This is an optimization exercise on Yosys and OpenROAD, whose aim is small area, a short achievable clock period and few clock cycles, not a production implementation.
The RTL was checked by simulation tests, not by an equivalence proof against the original design.
Power is estimated from default activity; no workload was simulated.

Design plot_command_stream_parser_core, start of the top module:
module plot_command_stream_parser_core (
  input  logic                                  clk,
  input  logic                                  rst,
  input  logic                                  psel,
  input  logic                                  penable,
  input  logic                                  pwrite,
  input  logic [pcsp_pkg::PADDR_BITS-1:0]        paddr,
  input  logic [pcsp_pkg::PDATA_BITS-1:0]        pwdata,
  output logic [pcsp_pkg::PDATA_BITS-1:0]        prdata,
  output logic                                  pready,
  input  logic                                  in_valid,
  output logic                                  in_stall,
  input  logic [7:0]                            ch,
  output logic                                  out_valid,
  input  logic                                  out_stall,
  output logic [1:0]                            event_res,
  output logic [pcsp_pkg::COORD_BITS-1:0]        x_from,
  output logic [pcsp_pkg::COORD_BITS-1:0]        y_from,
  output logic [pcsp_pkg::COORD_BITS-1:0]        x_to,
  output logic [pcsp_pkg::COORD_BITS-1:0]        y_to,
  output logic [6:0]                            code_number
);
clock: 11.0 ns
lec_check: 0
abc_area: 1
cap_margin: 20
core_margin: 2
core_utilization: 55
cts_buf_list: sky130_fd_sc_hd__clkbuf_8
cts_cluster_diameter: 60
cts_cluster_size: 20
slew_margin: 20
standard.sh (not shown) runs the stock make flow with config.mk's settings and CLKGATE_MAP_FILE= SYNTH_SCRIPT=/design/flow/synth_recipe.tcl, a recipe that flattens the netlist after the stock synthesis.
==> flow/flow/run.sh <==
#!/bin/bash
# The standard layout (standard.sh: the standard synthesis, floorplan, placement,
# CTS, routing) with two settings it does not expose: the port buffers are the
# smallest plain buffer, and timing repair aims at a setup slack of
# SETUP_SLACK_MARGIN ns at the design's clock period. make's output goes to
# flow_make.log; each ORFS step keeps its own log under orfs/logs.
set -euo pipefail
export SETUP_SLACK_MARGIN=6.2
export BUFFER_PORTS_ARGS="-buffer_cell sky130_fd_sc_hd__buf_1"
bash standard.sh > flow_make.log 2>&1
The baseline completed with no timing, DRC or antenna violations.
Testbench counts at the start, summed over its fixed seeds: cycles 24,064.
Then changed:
--- a/flow/flow/run.sh
+++ b/flow/flow/run.sh
@@ -8 +8 @@
-export SETUP_SLACK_MARGIN=6.2
+export SETUP_SLACK_MARGIN=6.0
What happened:
- The changed run produced a clean layout
- synthesized cell count does not change
- worst setup slack gets worse by 0.013 ns
- die area is unchanged
- hold slack got worse by 0.0059 ns
- non-clock buffer count shrinks by 7
- global-route usage stays flat
- count of clock-buffer cells in the layout is unchanged
- sequential share of layout area climbs by 0.50 points
- final cell count drops by 0.34%
- cell area falls by about 1.3%
- power goes down by 0.54%
Then changed:
- CORE_UTILIZATION: 55 -> 75
Sequential cell count does not change.
Wire length rose by 7.6%.
Count of clock-buffer cells in the layout fell by 2.
Synthesized cell count is unchanged.
Power rose by 2.2%.
Via count rose by 9.2%.

========
plot_command_stream_parser_core again, from the RTL that the note above started with.
clock: 11.0 ns
lec_check: 0
abc_area: 1
cap_margin: 20
core_margin: 2
core_utilization: 70
cts_buf_list: sky130_fd_sc_hd__clkbuf_8
cts_cluster_diameter: 60
cts_cluster_size: 20
slew_margin: 20
==> flow/flow/run.sh <==
#!/bin/bash
# The standard layout (standard.sh: the standard synthesis, floorplan, placement,
# CTS, routing) with two settings it does not expose: the port buffers are the
# smallest plain buffer, and timing repair aims at a setup slack of
# SETUP_SLACK_MARGIN ns at the design's clock period. make's output goes to
# flow_make.log; each ORFS step keeps its own log under orfs/logs.
set -euo pipefail
export SETUP_SLACK_MARGIN=6.0
export BUFFER_PORTS_ARGS="-buffer_cell sky130_fd_sc_hd__buf_1"
bash standard.sh > flow_make.log 2>&1
The baseline went through all stages and came out clean.
Testbench counts at the start, summed over its fixed seeds: cycles 24,064.
Change:
--- a/flow/config.mk
+++ b/flow/config.mk
@@ -10,3 +10,3 @@
 export CORE_MARGIN = 2
-export CORE_UTILIZATION = 70
+export CORE_UTILIZATION = 80
 export CTS_BUF_LIST = sky130_fd_sc_hd__clkbuf_8
What happened: The changed run aborted during 5_1_grt; area after synthesis does not change; synthesized cell count stays the same.

========
Setup of red:
plot_command_stream_parser_core, a different RTL version from the one above (not shown whole).
Size in the first run: ~2500 cells after synthesis, ~330 flip-flops, about 330 I/O pins, roughly 23000 um^2 of cells after synthesis.
Design plot_command_stream_parser_core, start of the top module:
module plot_command_stream_parser_core (
  input  logic                                  clk,
  input  logic                                  rst,
  input  logic                                  psel,
  input  logic                                  penable,
  input  logic                                  pwrite,
  input  logic [pcsp_pkg::PADDR_BITS-1:0]        paddr,
  input  logic [pcsp_pkg::PDATA_BITS-1:0]        pwdata,
  output logic [pcsp_pkg::PDATA_BITS-1:0]        prdata,
  output logic                                  pready,
  input  logic                                  in_valid,
  output logic                                  in_stall,
  input  logic [7:0]                            ch,
  output logic                                  out_valid,
  input  logic                                  out_stall,
  output logic [1:0]                            event_res,
  output logic [pcsp_pkg::COORD_BITS-1:0]        x_from,
  output logic [pcsp_pkg::COORD_BITS-1:0]        y_from,
  output logic [pcsp_pkg::COORD_BITS-1:0]        x_to,
  output logic [pcsp_pkg::COORD_BITS-1:0]        y_to,
  output logic [6:0]                            code_number
);
==> flow/config.mk <==
export PLATFORM = sky130hd
export DESIGN_NAME = plot_command_stream_parser_core
export DESIGN_NICKNAME = plot_command_stream_parser_core
export VERILOG_FILES = /design/flow/design.v
export SDC_FILE = /design/flow/constraint.sdc
export NUM_CORES = 4
export LEC_CHECK = 0
export CAP_MARGIN = 20
export CORE_MARGIN = 2
export CORE_UTILIZATION = 40
export SLEW_MARGIN = 20
==> flow/constraint.sdc <==
create_clock -name core_clock -period 11.0 [get_ports {clk}]
set_input_delay 2.2000 -clock core_clock [delete_from_list [all_inputs] [get_ports {clk}]]
set_output_delay 2.2000 -clock core_clock [all_outputs]
set_load 0.01 [all_outputs]
Scripts as last shown in full above: flow/flow/run.sh
red was carried through to the last stage, and its layout satisfied the timing, design-rule and antenna checks.
Testbench counts of red, summed over its fixed seeds: cycles 24,064.
Changes in blue relative to red:
-- flow/flow/run.sh --
<<< red, line 7
set -euo pipefail
export SETUP_SLACK_MARGIN=6.0
export BUFFER_PORTS_ARGS="-buffer_cell sky130_fd_sc_hd__buf_1"
>>> blue, line 7
set -euo pipefail
export SETUP_SLACK_MARGIN=5.5
export BUFFER_PORTS_ARGS="-buffer_cell sky130_fd_sc_hd__buf_1"
==> run summary <==
The post-CTS setup buffer count of blue falls short of that of red by 13.
[compare] base=red new=blue: detailed-router iteration count before antenna repair went up by 1; total of plain and repair buffers excluding clock buffers lost 43; design area went down about 3.3%; aggregate global-route resource usage fell 0.23 points.
Any difference in flip-flop and latch power between red and blue is small enough to ignore.
Of the two values seen for highest-power group, sequential cells was produced by blue and the clock network by red.
There was hardly any difference in measured slew at the worst slew-check pin between red and blue.
When blue is set beside red, its wire length on met3 turns out to be 10% larger.

[port drivers added, routing unchanged]
How much do the figures lean on ideal ports? The routed layouts below were timed once more, with nothing changed but the port constraints. Step 1 assumes that a clkbuf_16 drives the clock port and a buf_2 every other input. Step 2 adds t to the input delays and takes it off the output delays; t is the mean of the earliest and latest rising clock arrival at the registers after step 1. Input paths then give back, and output paths get back, about the clock's delay inside the block. Three values: ideal ports, drivers, drivers and shift; two values: the first two.
| run | t, ns | setup slack, ns | worst hold slack (ns) | worst setup path at the end |
|---|---|---|---|---|
| the first run of note 1 | 0.678 | 6.019 / 5.981 / 5.913 | 0.472 / 0.472 / 0.472 | input to register |
| the second run of note 1 | 0.670 | 6.006 / 5.923 / 5.825 | 0.466 / 0.466 / 0.466 | input to register |
| the third run of note 1 | 0.625 | 5.981 / 5.924 / 5.708 | 0.468 / 0.468 / 0.468 | input to register |
| the first run of note 2 | 0.634 | 6.017 / 5.966 / 5.547 | 0.461 / 0.461 / 0.461 | input to register |
| red | 0.595 | 6.039 / 6.016 / 5.644 | 0.469 / 0.469 / 0.469 | input to register |
| blue | 0.599 | 5.690 / 5.669 / 5.258 | 0.461 / 0.461 / 0.461 | input to register |
After both steps setup and hold are still met in every run listed. The setup slack of the first run of note 2, which loses most, moves by -0.051 ns with the drivers and by -0.470 ns with both steps.
